Context: an optimization exercise on an open-source flow, tuned for small area. The choices shown serve that exercise and are no tape-out recipe. The RTL was checked by simulation tests, not by an equivalence proof against the original design. Power figures rest on the tool's default switching activity, not on a simulated workload.

--- design/flow/design.v ---
module reg_file_2r1w_aoi222 (
  input  logic a0, b0, a1, b1, a2, b2,
  output logic y
);
  assign y = !((a0 && b0) || (a1 && b1) || (a2 && b2));
endmodule
module reg_file_2r1w_aoi22 (
  input  logic a0, b0, a1, b1,
  output logic y
);
  assign y = !((a0 && b0) || (a1 && b1));
endmodule
module reg_file_2r1w_rdbit (
  input  logic [31:0] sel,
  input  logic [31:0] d,
  output logic        y
);
  logic [10:0] t;
  for (genvar k = 0; k < 10; k++) begin : g_aoi
    reg_file_2r1w_aoi222 u_aoi (
      .a0(sel[3*k]),   .b0(d[3*k]),
      .a1(sel[3*k+1]), .b1(d[3*k+1]),
      .a2(sel[3*k+2]), .b2(d[3*k+2]),
      .y(t[k])
    );
  end
  reg_file_2r1w_aoi22 u_aoi_last (
    .a0(sel[30]), .b0(d[30]), .a1(sel[31]), .b1(d[31]), .y(t[10])
  );
  assign y = !(&t);
endmodule
module reg_file_2r1w #(
  parameter int DATA_W       = 32,
  parameter int ADDR_W       = 5,
  parameter int WRITE_BYPASS = 1
) (
  input  logic              clk,
  input  logic              rst_n,
  input  logic [ADDR_W-1:0] ra1,
  input  logic [ADDR_W-1:0] ra2,
  output logic [DATA_W-1:0] rd1,
  output logic [DATA_W-1:0] rd2,
  input  logic              we3,
  input  logic [ADDR_W-1:0] wa3,
  input  logic [DATA_W-1:0] wd3
);
  localparam int unsigned DEPTH = 2 ** ADDR_W;
  logic [DATA_W-1:0] regs [1:DEPTH-1];
  logic [DEPTH-1:1]  valid;
  logic [DEPTH-1:1]  wsel;
  logic [DEPTH-1:0]  sel1;
  logic [DEPTH-1:0]  sel2;
  logic              byp1;
  logic              byp2;
  always_comb begin
    for (int unsigned i = 1; i < DEPTH; i++) begin
      wsel[i] = we3 && (wa3 == ADDR_W'(i));
    end
  end
  always_ff @(posedge clk) begin
    for (int unsigned i = 1; i < DEPTH; i++) begin
      if (wsel[i]) regs[i] <= wd3;
    end
  end
  always_ff @(posedge clk or negedge rst_n) begin
    if (!rst_n) begin
      valid <= '0;
    end else begin
      valid <= valid | wsel;
    end
  end
  always_comb begin
    byp1 = (WRITE_BYPASS != 0) && rst_n && we3 && (wa3 == ra1) && (ra1 != '0);
    byp2 = (WRITE_BYPASS != 0) && rst_n && we3 && (wa3 == ra2) && (ra2 != '0);
    sel1[0] = byp1;
    sel2[0] = byp2;
    for (int unsigned i = 1; i < DEPTH; i++) begin
      sel1[i] = !byp1 && valid[i] && (ra1 == ADDR_W'(i));
      sel2[i] = !byp2 && valid[i] && (ra2 == ADDR_W'(i));
    end
  end
  for (genvar b = 0; b < DATA_W; b++) begin : g_bit
    logic [DEPTH-1:0] col;
    always_comb begin
      col[0] = wd3[b];
      for (int unsigned i = 1; i < DEPTH; i++) col[i] = regs[i][b];
    end
    reg_file_2r1w_rdbit u_rd1 (.sel(sel1), .d(col), .y(rd1[b]));
    reg_file_2r1w_rdbit u_rd2 (.sel(sel2), .d(col), .y(rd2[b]));
  end
endmodule
--- design/flow/run.sh ---
#!/bin/bash
# synth_recipe.tcl (not shown) runs the flow's synth.tcl, then flattens the netlist and writes it again
# the make line also repeats each setting of config.mk as NAME=value (left out here)
make -C /OpenROAD-flow-scripts/flow DESIGN_CONFIG=/design/flow/config.mk WORK_HOME=/design/flow/orfs CLKGATE_MAP_FILE= SYNTH_SCRIPT=/design/flow/synth_recipe.tcl finish
--- design/flow/config.mk ---
export PLATFORM = sky130hd
export DESIGN_NAME = reg_file_2r1w
export DESIGN_NICKNAME = reg_file_2r1w
export VERILOG_FILES = /design/flow/design.v
export SDC_FILE = /design/flow/constraint.sdc
export NUM_CORES = 4
export LEC_CHECK = 0
export CAP_MARGIN = 20
export CORE_MARGIN = 2
export CORE_UTILIZATION = 40
export SETUP_SLACK_MARGIN = 0.3
export SLEW_MARGIN = 20
export SYNTH_HIERARCHICAL = 1
--- design/flow/constraint.sdc ---
create_clock -name core_clock -period 7.0 [get_ports {clk}]
set_input_delay 1.4000 -clock core_clock [delete_from_list [all_inputs] [get_ports {clk}]]
set_output_delay 1.4000 -clock core_clock [all_outputs]
set_load 0.01 [all_outputs]
==> results of run 1 <==
[placed cells by master (no fill, tap or decap), types with 25 or more instances in the layout]
| cell type | netlist | layout |
|---|---|---|
| or3_1 | 64 | 64 |
| buf_4 | 1 | 134 |
| dfrtp_1 | 31 | 31 |
| clkdlybuf4s50_1 | 0 | 105 |
| edfxtp_1 | 992 | 992 |
| clkinv_2 | 0 | 25 |
| nand3_1 | 85 | 85 |
| nand4_1 | 136 | 136 |
| nor3_2 | 1 | 29 |
| or2_2 | 34 | 34 |
| a22oi_2 | 64 | 64 |
| clkbuf_16 | 0 | 108 |
| nand2_1 | 55 | 55 |
| a222oi_1 | 640 | 640 |
| nor2_4 | 1 | 38 |
[Yosys stat by module (local to each module, per instance)]
module | flip-flops and latches | copies in the design
reg_file_2r1w_aoi22 | 0 | 64
reg_file_2r1w_aoi222 | 0 | 640
reg_file_2r1w | 1023 | 1
reg_file_2r1w_rdbit | 0 | 64
[kinds of logic (layout without fill, tap and decap cells)]
kind of cell / Yosys count / count (layout) / share of synthesized area
flip-flops: 1023 / 1023 / 0.7482
AO/OA/AOI/OAI: 710 / 710 / 0.1786
XOR/XNOR: 8 / 8 / 0.002359
AND/OR/NAND/NOR: 493 / 493 / 0.06790
buffers and inverters: 22 / 468 / 0.002971
other: 0 / 3 / 0
[stage by stage]
stage	setup WS, ps	total power (W)	instances	hold WS (ps)
2_1_floorplan	378.0	0.007343	2256	462.1
3_3_place_gp	286.1	0.007859	3870	478.8
3_5_place_dp	268.9	0.007880	3870	483.2
4_1_cts	339.9	0.01368	4066	499.4
5_1_grt	309.5	0.01399	4070	524.4
6_report	326.9	0.01369	4073	500.2
[power breakdown]
group / internal (W) / switching (W)
Clock: 0.00349 / 0.00242
Combinational: 0.000332 / 0.000546
Sequential: 0.00683 / 0.0000686
Total: 0.0106 / 0.00304
[sequential cells by signal (all words and copies together) (netlist names)]
signal  flops
regs      992
valid      31
[final timing paths]
check / start / end / slack (ps) / depth (start not counted)
max: ra2[0] / rd2[22] / 330 / 10
max reg2reg: valid[31]$_DFF_PN0_ / valid[31]$_DFF_PN0_ / 6150 / 1
min in group asynchronous: rst_n / valid[30]$_DFF_PN0_ / 820 / 2
max in group asynchronous: rst_n / valid[11]$_DFF_PN0_ / 5840 / 2
min: valid[25]$_DFF_PN0_ / valid[25]$_DFF_PN0_ / 500 / 1
min reg2reg: valid[25]$_DFF_PN0_ / valid[25]$_DFF_PN0_ / 500 / 1
[final cells by class]
type                            count  area share
Sequential cell                  1023      0.6200
Multi-Input combinational cell   1211      0.2189
Clock buffer                      121     0.05581
Timing Repair Buffer              271     0.05233
Tap cell                         1368     0.03472
Clock inverter                     75     0.01794
Antenna cell                        3   0.0001523
Inverter                            1   0.0001269
[repair_timing]
action / 4_1_cts / 5_1_grt
pin swaps: 1 / 2
resized for setup: 0 / 2
hold buffers: 0 / 0
hold endpoints to repair: 0 / 0
setup endpoints to repair: 1 / 6
gates cloned: 0 / 0
[metal layers]
layer,up-vias,GRT usage
li1,11810,-
met1,15364,0.3732
met2,3026,0.4629
met3,654,0.09802
met4,8,0.1905
met5,-,0
==> results.txt, run 1 <==
Setup-failing EPs final=0; most common cell in the netlist=edfxtp_1; Final Util=0.4852; fin crit share=0.9533; Syn Std Cell Area=roughly 41,000 um2; data required time of the critical path=approximately 5600 ps; htree depth=3; WL met3=approximately 25 mm; post-CTS setup buffer count=0; CP endpoint kind=output pin; Cell variety after synth=36; design area=approximately 49,000 um2; final max-slew violation count=0; Post-synth top flop=edfxtp_1; routability cong.=roughly 0.89; Met2 Wirelength=71.98 mm; drt pass-1 iters=13; GRT Total Usage=0.3031; starting DRC count in detailed routing=just under 8,000; Slew headroom=0.1949; gr ovfl total=0; via/cell ratio=roughly 7.6; crit path buf inv count=4; Metal-1 WL=53.89 mm; Reg clk slew, reported paths=60 ps; setup total negative slack=0 ps; Syn Nets=between 2,000 and 2,500; Clock Skews=0 ps; CP Data Arrival Time=roughly 5300 ps; Synth Area per Inst=around 18 um2; CTS tree=built; max_cap viols=0; crit start category=primary input; RSZ-0062 raised after global routing=no; wire length of the first global-routing pass=around 220 mm; Total Wirelength=around 160 mm; CTS buffer count=about 100; critical path type=in2out; Placement Rows=about 120; DR top layer=met5; CP delay by family, top=buffers and inverters; Clock Latency Late Sink=about 680 ps; EDFF count, synth=between 900 and 1,000; Storage cell area=30,560 um2; max frequency=around 150 MHz; Hold Path Class=reg2reg; DR WL/cell=approximately 40 um; Post-Syn Instances=~2,300; die height=323.6 um; Final ANT Viol Nets=0; core area=101,600 um2; initial antenna violation count=14; # nets final=2,662; YS warnings=8; Peak VDD IR=between 0.15 and 0.2 mV; top post-synthesis cells by area=edfxtp_1 73%, a222oi_1 16%, nand4_1 2.1%, a22oi_2 2.0%, dfrtp_1 1.9%; I/O pins=~110; flops & latches, synth=1,023; Clock Root Buffer=clkbuf_16; Synth area leader=edfxtp_1; endpoints failing hold=0; Horiz. Die Dim=323.6 um; status=complete, no violations; vias in the first global route=just over 30,000; largest net degree at the start of global routing=34; Tightest Pin Transition=~1200 ps; placed cell area=between 40,000 and 50,000 um2; Leak=15.18 nW; Async SR Flop Fraction=0.03030; layout cell share with drive strength beyond 1=0.1958; DP HPWL=just over 90 mm; register area share after synthesis=0.7482; critical-path cell list=clkdlybuf4s50_1 > buf_4 > nor2_1 > a21oi_1 > o21a_1 > buf_4 > a222oi_1 > nand4_1 > or3_1 > clkdlybuf4s50_1; Longest Clk Path Bufs=3; IO Port Bufs=between 100 and 150; Worst path slowest cell=or3_1; Crit Path Max Fanout=32; Initial Utilization=0.4021; layout filler cell count=8,413; Final min period=approximately 6700 ps; die area=between 100,000 and 150,000 um2; DRC=0; pwr dens=277.6 nW/um2; Area Growth Syn to Fin=20.68%; Worst path max stage delay=roughly 540 ps; clk sink count=between 1,000 and 1,500; multi-input logic area=approximately 11,000 um2; vias after detailed routing=slightly above 30,000; Commonest cells post-synth=992 x edfxtp_1, 640 x a222oi_1, 136 x nand4_1; Synth top area share=0.7292
==> inputs of run 2 (changes only) <==
--- a/design/flow/design.v
+++ b/design/flow/design.v
@@ -4,18 +4,34 @@
 );
   assign y = !((a0 && b0) || (a1 && b1) || (a2 && b2));
 endmodule
-module reg_file_2r1w_aoi22 (
+module reg_file_2r1w_hold (
+  input  logic we,
+  input  logic keep,
+  input  logic wd,
+  input  logic q,
+  output logic d
+);
+  assign d = (we && wd) || (keep && q);
+endmodule
+module reg_file_2r1w_tail (
+  input  logic t0, t1,
   input  logic a0, b0, a1, b1,
   output logic y
 );
-  assign y = !((a0 && b0) || (a1 && b1));
+  assign y = !(t0 && t1) || (a0 && b0) || (a1 && b1);
+endmodule
+module reg_file_2r1w_nand4 (
+  input  logic a, b, c, d,
+  output logic y
+);
+  assign y = !(a && b && c && d);
 endmodule
 module reg_file_2r1w_rdbit (
   input  logic [31:0] sel,
   input  logic [31:0] d,
   output logic        y
 );
-  logic [10:0] t;
+  logic [9:0] t;
   for (genvar k = 0; k < 10; k++) begin : g_aoi
     reg_file_2r1w_aoi222 u_aoi (
       .a0(sel[3*k]),   .b0(d[3*k]),
@@ -24,10 +40,15 @@
       .y(t[k])
     );
   end
-  reg_file_2r1w_aoi22 u_aoi_last (
-    .a0(sel[30]), .b0(d[30]), .a1(sel[31]), .b1(d[31]), .y(t[10])
+  logic h;
+  reg_file_2r1w_tail u_tail (
+    .t0(t[8]), .t1(t[9]),
+    .a0(sel[30]), .b0(d[30]), .a1(sel[31]), .b1(d[31]), .y(h)
   );
-  assign y = !(&t);
+  logic h0, h1;
+  reg_file_2r1w_nand4 u_n0 (.a(t[0]), .b(t[1]), .c(t[2]), .d(t[3]), .y(h0));
+  reg_file_2r1w_nand4 u_n1 (.a(t[4]), .b(t[5]), .c(t[6]), .d(t[7]), .y(h1));
+  assign y = h0 || h1 || h;
 endmodule
 module reg_file_2r1w #(
   parameter int DATA_W       = 32,
@@ -57,10 +78,14 @@
       wsel[i] = we3 && (wa3 == ADDR_W'(i));
     end
   end
-  always_ff @(posedge clk) begin
-    for (int unsigned i = 1; i < DEPTH; i++) begin
-      if (wsel[i]) regs[i] <= wd3;
+  for (genvar i = 1; i < DEPTH; i++) begin : g_row
+    logic [DATA_W-1:0] nxt;
+    for (genvar b = 0; b < DATA_W; b++) begin : g_bit
+      reg_file_2r1w_hold u_hold (
+        .we(wsel[i]), .keep(!wsel[i]), .wd(wd3[b]), .q(regs[i][b]), .d(nxt[b])
+      );
     end
+    always_ff @(posedge clk) regs[i] <= nxt;
   end
   always_ff @(posedge clk or negedge rst_n) begin
     if (!rst_n) begin
==> design/flow/flow/run.sh (new file) <==
#!/bin/bash
# The standard layout, with three changes to how it is made:
#  - ports are buffered with buf_1 instead of the default delay cell;
#  - CTS clusters up to 24 sinks per leaf buffer and inserts no dummy loads.
# Everything else (synthesis, floorplan, power grid, taps, placement, routing)
# is the standard.sh unchanged.
cd "$(dirname "$0")/.."
cp standard.sh standard_sh_copy.log
export BUFFER_PORTS_ARGS="-buffer_cell sky130_fd_sc_hd__buf_1"
export CTS_ARGS="-sink_clustering_enable -repair_clock_nets -dont_use_dummy_load -sink_clustering_size 24 -sink_clustering_max_diameter 100"
bash standard.sh > standard.log 2>&1
status=$?
for f in orfs/logs/sky130hd/reg_file_2r1w/base/*.log; do
  [ -f "$f" ] && cp "$f" "flow_$(basename "$f")"
done
exit $status
==> design/flow/standard.sh (new file) <==
#!/bin/bash
# synth_recipe.tcl (not shown) runs the flow's synth.tcl, then flattens the netlist and writes it again
# the make line also repeats each setting of config.mk as NAME=value (left out here)
make -C /OpenROAD-flow-scripts/flow DESIGN_CONFIG=/design/flow/config.mk WORK_HOME=/design/flow/orfs CLKGATE_MAP_FILE= SYNTH_SCRIPT=/design/flow/synth_recipe.tcl "${@:-finish}"
--- a/design/flow/config.mk
+++ b/design/flow/config.mk
@@ -6,8 +6,10 @@
 export NUM_CORES = 4
 export LEC_CHECK = 0
 export CAP_MARGIN = 20
+export CELL_PAD_IN_SITES_DETAIL_PLACEMENT = 1
+export CELL_PAD_IN_SITES_GLOBAL_PLACEMENT = 1
 export CORE_MARGIN = 2
 export CORE_UTILIZATION = 40
-export SETUP_SLACK_MARGIN = 0.3
+export SETUP_SLACK_MARGIN = 0.1
 export SLEW_MARGIN = 20
 export SYNTH_HIERARCHICAL = 1
removed: design/flow/run.sh
==> run 2 against run 1 <==
Still clean. Count of clock-buffer cells in the layout decreased by 72. First-iteration DRC count increased by 7.8%. Flip-flop and latch count unchanged. Sequential share of layout area decreased by 15 points. Cell count increased by 19%. Via count increased by 30%. Non-clock buffer count decreased by 1. Hold slack improved by 5.3 ps. Critical path depth unchanged. Core utilization decreased by 3.4 points. Clock skew unchanged. Critical path type unchanged. Highest routed layer unchanged.
==> results.txt, run 2 <==
core area=97,990 um2 (-3.6%); most frequent cells in the layout=992 x a22o_1, 992 x dfxtp_1, 640 x a222oi_1; Setup-failing EPs final=0 (unchanged); layout cell share with drive strength beyond 1=0.09565 (-0.1001); Placement Rows=115 (-1.7%); Worst Setup Slack, final=375.0 ps (+48.08 ps); top post-synthesis cells by area=dfxtp_1 50%, a22o_1 22%, a222oi_1 16%, nand4_1 2.0%, dfrtp_1 2.0%; via/cell ratio=8.272 (+9.2%); pwr dens=295.8 nW/um2 (+6.5%); CP endpoint kind=output pin; # nets final=3,617 (+36%); EDFF count, synth=0 (-100%); Tightest Pin Transition=1292 ps (+87.19 ps); Final min period=6625 ps (-48.08 ps); Final Util=0.4511 (-0.03413); endpoints failing hold=0 (unchanged); Async SR Flop Fraction=0.03030 (unchanged); switching pwr=0.003920 W (+29%); Comb power frac=0.142 (+0.078); Cell variety after synth=43 (+19%); Synth Area per Inst=12.07 um2 (-33%); Clock Skews=0 ps (unchanged); biggest regs=regs: 992 flops, valid: 31 flops; final max-slew violation count=0 (unchanged); data required time of the critical path=5600 ps (about the same); Initial Utilization=0.4020 (about the same); critical path type=in2out; status=complete, no violations; die area=101,000 um2 (-3.5%); Crit Path Max Fanout=19 (-41%); Clock Latency Late Sink=720 ps (+40 ps); htree depth=2 (-1); Syn Std Cell Area=39,390 um2 (-3.6%); crit start category=primary input; CP Data Arrival Time=5220 ps (-50 ps); register area share after synthesis=0.5238 (-0.2244); setup total negative slack=0 ps (unchanged); gr ovfl total=0 (unchanged); Peak VDD IR=0.1906 mV (-1.6%); GRT Total Usage=0.4071 (+0.1041); die height=317.8 um (-1.8%); Area Growth Syn to Fin=12.21%; power share of the clock group=0.248 (-0.184); starting DRC count in detailed routing=8,478 (+7.8%); Total Wirelength=216.4 mm (+33%); Switching Fraction=0.2998 (+0.07797); I/O pins=114 (unchanged); post-CTS setup buffer count=0 (unchanged); sequential share of power=0.610 (+0.106); post-CTS resize count=0 (unchanged); DRC=0 (unchanged); Leak=17.62 nW (+16%); max frequency=150.9 MHz (+0.73%); flops & latches, synth=1,023 (unchanged); fin crit share=0.9464 (-0.006868); RSZ-0062 raised after global routing=no; wire length of the first global-routing pass=300.9 mm (+35%); Final ANT Viol Nets=0 (unchanged); pre-CTS WS=545.1 ps (+276.1 ps); largest reg by FF count=regs; Synth area leader=dfxtp_1; vias in the first global route=39,205 (+29%); Longest Clk Path Bufs=3 (unchanged); max_cap viols=0 (unchanged); routability cong.=0.9225 (+4.1%); max reg flops=992 (unchanged); YS warnings=9 (+1); Synth top area share=0.5041 (-0.2251); hold buffers post-CTS=0 (unchanged); Clock Root Buffer=clkbuf_16; initial antenna violation count=25 (+11); Horiz. Die Dim=317.8 um (-1.8%); DR WL/cell=44.53 um (+12%); largest net degree at the start of global routing=35 (+2.9%); IO Port Bufs=113 (unchanged); clk sink count=1,023 (unchanged); drt pass-1 iters=13 (unchanged); Cell Int Power=0.009154 W (-14%); DP HPWL=130.5 mm (+43%); Reg clk slew, reported paths=70 ps (about the same); vias after detailed routing=40,201 (+30%); Post-Syn Instances=3,264 (+45%); Commonest cells post-synth=992 x a22o_1, 992 x dfxtp_1, 640 x a222oi_1; CTS buffer count=49 (-53%); Slew headroom=0.1322 (-0.06269); Post-synth top flop=dfxtp_1; CTS tree=built; Hold Path Class=reg2reg; Syn Nets=3,314 (+44%)
-- run 2: final timing paths --
path / from / endpoint / slack, ps / cells past startpoint
worst min-delay path: regs[27][29]$_DFF_P_ / regs[27][29]$_DFF_P_ / 510 / 1
worst max register to register: valid[19]$_DFF_PN0_ / valid[19]$_DFF_PN0_ / 6130 / 1
worst min register to register: regs[27][29]$_DFF_P_ / regs[27][29]$_DFF_P_ / 510 / 1
worst max-delay path: ra1[3] / rd1[28] / 380 / 10
min in group asynchronous: rst_n / valid[17]$_DFF_PN0_ / 640 / 1
max in group asynchronous: rst_n / valid[31]$_DFF_PN0_ / 5640 / 2
-- run 2: cell type report --
cell class	count	area, um2
clock buffers	49	1226
fillers	10356	53780
diodes	8	20.02
multi-input cells	2191	18920
repair buffers	270	1677
flip-flops and latches	1023	20630
well taps	1287	1610
inverters	32	120.1
-- run 2: layer usage --
layer | wire length [um] | track usage | vias up
met5 | 145 | 0.001891 | -
met3 | 29270 | 0.1370 | 703
met2 | 92760 | 0.6057 | 3321
met1 | 81450 | 0.5215 | 20542
li1 | - | - | 15613
met4 | 12790 | 0.2139 | 22
-- run 2: metrics by stage --
stage	power, W	area, um2	instances	hold WS (ps)
floorplan	0.008893	39400	3264	449.0
global placement	0.009661	42880	4801	470.1
detailed placement	0.009831	42890	4801	478.4
CTS	0.01299	44120	4850	501.7
global route	0.01350	44190	4854	518.5
finish	0.01307	44200	4860	505.6
-- run 2: power groups by stage --
| stage | clock network, W | logic (W) | registers, W |
|---|---|---|---|
| 2_1_floorplan | 0 | 0.00115 | 0.00774 |
| 3_3_place_gp | 0 | 0.00172 | 0.00794 |
| 3_5_place_dp | 0 | 0.00180 | 0.00803 |
| 4_1_cts | 0.00326 | 0.00181 | 0.00792 |
| 5_1_grt | 0.00346 | 0.00195 | 0.00810 |
| 6_report | 0.00325 | 0.00185 | 0.00797 |
-- run 2: cell families (layout without fill, tap and decap cells) --
family          count (synthesis)  after routing  share of synthesized area
xor+xnor                        8              8                   0.001969
buf+inv                        50            351                   0.005812
simple gates                  481            481                    0.07140
compound gates               1702           1702                     0.3970
other cells                     0              8                          0
flops                        1023           1023                     0.5238
-- run 2: modules after synthesis, one instance, submodules excluded --
module	area [um2]	copies in the design
reg_file_2r1w_tail	12.51	64
reg_file_2r1w_nand4	6.256	128
reg_file_2r1w_rdbit	6.256	64
reg_file_2r1w_hold	8.758	992
reg_file_2r1w_aoi222	10.01	640
reg_file_2r1w	22300	1
-- run 2: critical path: stages --
cell and delay, ps:
buf_1 370, xor2_1 150, nor3_2 280, nand3_2 340
and4_2 610, buf_4 350, a222oi_1 440, nand4_1 460
or3_1 590, buf_1 210
==> inputs of run 3 (changes only) <==
--- a/design/flow/design.v
+++ b/design/flow/design.v
@@ -69,20 +69,37 @@
   logic [DATA_W-1:0] regs [1:DEPTH-1];
   logic [DEPTH-1:1]  valid;
   logic [DEPTH-1:1]  wsel;
+  logic [DEPTH-1:1]  keep;
+  logic [DEPTH-1:1]  rden;
   logic [DEPTH-1:0]  sel1;
   logic [DEPTH-1:0]  sel2;
   logic              byp1;
   logic              byp2;
+  logic [3:0] wh, h1, h2;
+  logic [7:0] wl, l1, l2;
+  always_comb begin
+    for (int unsigned j = 0; j < 4; j++) begin
+      wh[j] = we3 && (wa3[4:3] == 2'(j));
+      h1[j] = (ra1[4:3] == 2'(j));
+      h2[j] = (ra2[4:3] == 2'(j));
+    end
+    for (int unsigned k = 0; k < 8; k++) begin
+      wl[k] = (wa3[2:0] == 3'(k));
+      l1[k] = (ra1[2:0] == 3'(k));
+      l2[k] = (ra2[2:0] == 3'(k));
+    end
+  end
   always_comb begin
     for (int unsigned i = 1; i < DEPTH; i++) begin
-      wsel[i] = we3 && (wa3 == ADDR_W'(i));
+      wsel[i] = wh[i/8] && wl[i%8];
+      keep[i] = !wsel[i];
     end
   end
   for (genvar i = 1; i < DEPTH; i++) begin : g_row
     logic [DATA_W-1:0] nxt;
     for (genvar b = 0; b < DATA_W; b++) begin : g_bit
       reg_file_2r1w_hold u_hold (
-        .we(wsel[i]), .keep(!wsel[i]), .wd(wd3[b]), .q(regs[i][b]), .d(nxt[b])
+        .we(wsel[i]), .keep(keep[i]), .wd(wd3[b]), .q(regs[i][b]), .d(nxt[b])
       );
     end
     always_ff @(posedge clk) regs[i] <= nxt;
@@ -100,8 +117,9 @@
     sel1[0] = byp1;
     sel2[0] = byp2;
     for (int unsigned i = 1; i < DEPTH; i++) begin
-      sel1[i] = !byp1 && valid[i] && (ra1 == ADDR_W'(i));
-      sel2[i] = !byp2 && valid[i] && (ra2 == ADDR_W'(i));
+      rden[i] = valid[i] && ((WRITE_BYPASS == 0) || keep[i]);
+      sel1[i] = rden[i] && h1[i/8] && l1[i%8];
+      sel2[i] = rden[i] && h2[i/8] && l2[i%8];
     end
   end
   for (genvar b = 0; b < DATA_W; b++) begin : g_bit
==> run 3 against run 2 <==
Fmax fell by 0.64%. Global-route usage rose by 1.8 points. Clock power barely moved. Hold slack got worse by 35 ps. Still clean. Flip-flop and latch count did not move. Largest cell class unchanged.
==> results.txt, run 3 <==
Commonest cells post-synth=992 x a22o_1, 992 x dfxtp_1, 640 x a222oi_1; Horiz. Die Dim=317.1 um (-0.22%); Area Growth Syn to Fin=12.94%; Syn Nets=3,296 (-0.54%); CP endpoint kind=output pin; crit start category=primary input; CP Data Arrival Time=5270 ps (+50 ps); die height=317.1 um (-0.22%); Final min period=6668 ps (+42.69 ps); Post-Syn Instances=3,246 (-0.55%); Total Power=0.01311 W (+0.26%); starting DRC count in detailed routing=8,402 (-0.90%); I/O pins=114 (unchanged); Reg clk slew, reported paths=80 ps (about the same); Post-synth top flop=dfxtp_1; vias in the first global route=40,057 (+2.2%); Clock Latency Late Sink=690 ps (-30 ps); hold_ws=470.2 ps (-35.40 ps); WHS Path Cells=1 (unchanged); max_cap viols=0 (unchanged); Peak VDD IR=0.2015 mV (+5.7%); DR WL/cell=45.65 um (+2.5%); vias after detailed routing=40,521 (+0.80%); die area=100,600 um2 (-0.45%); DP HPWL=130.1 mm (-0.32%); pwr dens=296.0 nW/um2 (about the same); critical path type=in2out; Async SR Flop Fraction=0.03030 (unchanged); Initial Utilization=0.4043 (+0.002291); Synth top area share=0.5064 (+0.002284); max frequency=150.0 MHz (-0.64%); Placement Rows=114 (-0.87%); endpoints failing hold=0 (unchanged); data required time of the critical path=5600 ps (about the same); Synth area leader=dfxtp_1; Hold Path Class=reg2reg; multi-input logic area=18,860 um2 (-0.27%); GRT Total Usage=0.4250 (+0.01784); flops & latches, synth=1,023 (unchanged); layout filler cell count=10,181 (-1.7%); largest reg by FF count=regs; setup total negative slack=0 ps (unchanged); gr ovfl total=0 (unchanged); clk sink count=1,023 (unchanged); FF-to-FF path depth=1 (unchanged); post-CTS resize count=0 (unchanged); Synth Area per Inst=12.08 um2 (+0.10%); wire length of the first global-routing pass=306.5 mm (+1.8%); design area=44,290 um2 (+0.19%); hold buffers post-CTS=0 (unchanged); RSZ-0062 raised after global routing=no; DRC=0 (unchanged); Syn Std Cell Area=39,220 um2 (-0.45%); initial antenna violation count=26 (+4.0%); final max-slew violation count=0 (unchanged); status=complete, no violations; Cell variety after synth=38 (-12%); # nets final=3,606 (-0.30%); Slew headroom=0.2078 (+0.07553); routability cong.=0.9206 (-0.21%); Storage cell area=20,630 um2 (unchanged); fin crit share=0.9525 (+0.006099); layout cell share with drive strength beyond 1=0.1050 (+0.009300); core area=96,990 um2 (-1.0%); post-CTS setup buffer count=0 (unchanged); EDFF count, synth=0 (unchanged); largest net degree at the start of global routing=35 (unchanged); Clock Skews=0 ps (unchanged); placed cell area=43,000 um2 (+0.25%); Setup-failing EPs final=0 (unchanged); Leak=17.33 nW (-1.6%); max reg flops=992 (unchanged); biggest regs=regs: 992 flops, valid: 31 flops; CTS buffer count=50 (+2.0%); YS warnings=9 (unchanged); Longest Clk Path Bufs=3 (unchanged); register area share after synthesis=0.5262 (+0.002373); IO Port Bufs=113 (unchanged); most frequent cells in the layout=992 x a22o_1, 992 x dfxtp_1, 640 x a222oi_1; htree depth=2 (unchanged); Clock Root Buffer=clkbuf_16; Tightest Pin Transition=1188 ps (-103.6 ps); Crit Path Max Fanout=32 (+13); Total Wirelength=221.2 mm (+2.2%); top post-synthesis cells by area=dfxtp_1 51%, a22o_1 22%, a222oi_1 16%, nand4_1 2.1%, dfrtp_1 2.0%; drt pass-1 iters=13 (unchanged); via/cell ratio=8.363 (+1.1%); CTS tree=built; Final ANT Viol Nets=0 (unchanged)
run 3: cell types whose count changed after synthesis, sizes merged, moves of 9 or more:
cell,previous run,this run
nand2,75,14
buf,10,21
nor4,13,2
or2,6,16
nor2,17,28
nor3,35,62
and4,16,0
o21ai,0,31
nand3,76,66
nand2b,33,24
run 3: report_power, final:
group / leakage, nW / switching (W) / internal [W]
clock: 0.616 / 0.00198 / 0.00128
sequential: 8.61 / 0.000976 / 0.00699
combinational: 8.11 / 0.000958 / 0.000926
total: 17.3 / 0.00392 / 0.00919
run 3: cell families after synthesis:
kind of cell,synth area share
AOI/OAI and AO/OA,0.4014
xor gates and xnor gates,0.002234
buffers and inverters,0.006030
DFF,0.5262
and+or+nand+nor,0.06413
run 3: per-module statistics from Yosys, one instance, submodules excluded:
module / area, um2 / cells inside / flip-flops and latches
reg_file_2r1w: 22120 / 1294 / 1023
reg_file_2r1w_nand4: 6.256 / 1 / 0
reg_file_2r1w_aoi222: 10.01 / 1 / 0
reg_file_2r1w_rdbit: 6.256 / 1 / 0
reg_file_2r1w_tail: 12.51 / 2 / 0
reg_file_2r1w_hold: 8.758 / 1 / 0
run 3: routing by layer:
| layer | GRT usage | routed length [um] | up-vias |
|---|---|---|---|
| met4 | 0.2867 | 16850 | 14 |
| met2 | 0.6002 | 90480 | 3486 |
| met5 | 0.005682 | 141 | - |
| met1 | 0.5374 | 81680 | 20658 |
| li1 | - | - | 15591 |
| met3 | 0.1584 | 32050 | 772 |
run 3: stage by stage:
step | cells | util | setup WS [ps]
4_1_cts | 4830 | 0.4562 | 534.5
3_3_place_gp | 4780 | 0.4433 | 694.5
6_report | 4845 | 0.4566 | 332.3
3_5_place_dp | 4780 | 0.4433 | 543.7
5_1_grt | 4839 | 0.4565 | 300.7
2_1_floorplan | 3246 | - | 724.9
run 3: cell type report:
| class | count | share of cell area |
|---|---|---|
| Sequential cell | 1023 | 0.4659 |
| Multi-Input combinational cell | 2169 | 0.4259 |
| Timing Repair Buffer | 281 | 0.04037 |
| Clock buffer | 50 | 0.02825 |
| Tap cell | 1276 | 0.03605 |
| Antenna cell | 15 | 0.0008475 |
| Inverter | 31 | 0.002627 |
run 3: critical path, stage by stage:
cell       delay [ps]
buf_1             410
nand4bb_1         560
o21ai_0           610
nor3_2            100
buf_4             340
a222oi_1          430
nand4_1           590
or3_1             620
buf_1             160
run 3: path summary, 6_finish.rpt:
kind / start / slack, ps / endpoint
min in group asynchronous: rst_n / 780 / valid[10]$_DFF_PN0_
hold reg to reg: valid[23]$_DFF_PN0_ / 470 / valid[23]$_DFF_PN0_
setup / recovery: wa3[3] / 330 / rd2[23]
max in group asynchronous: rst_n / 5840 / valid[23]$_DFF_PN0_
setup reg to reg: valid[29]$_DFF_PN0_ / 6200 / valid[29]$_DFF_PN0_
hold / removal: valid[23]$_DFF_PN0_ / 470 / valid[23]$_DFF_PN0_

[afterwards: timing with drivers on the ports]
The flow's constraints put no driver on any port. The routed layouts listed below were extracted and timed again, unchanged, in two steps.
Step 1, drivers: a clkbuf_16 drives clk and a buf_2 each remaining input, both assumed.
Step 2 times the ports against the registers' clock, not the clock port: input delays grow and output delays shrink by t, the midpoint of the rising clock arrivals with the driver on.
Slacks: ideal / step 1 / step 2; pairs: ideal / step 1.
run	t (ns)	setup slack, ns	worst setup path at the end	clock arrival spread, ns	worst register clock-pin slew, ns
run 1	0.740	0.327 / 0.305 / 0.305	input to output	0.039 / 0.040	0.07 / 0.07
run 2	0.765	0.375 / 0.288 / 0.288	input to output	0.064 / 0.064	0.11 / 0.11
run 3	0.744	0.332 / 0.299 / 0.299	input to output	0.057 / 0.057	0.11 / 0.11
After both steps setup and hold are still met in every run listed. For run 2, which loses most, drivers alone change the setup slack by -0.087 ns; drivers and shift together by -0.087 ns.
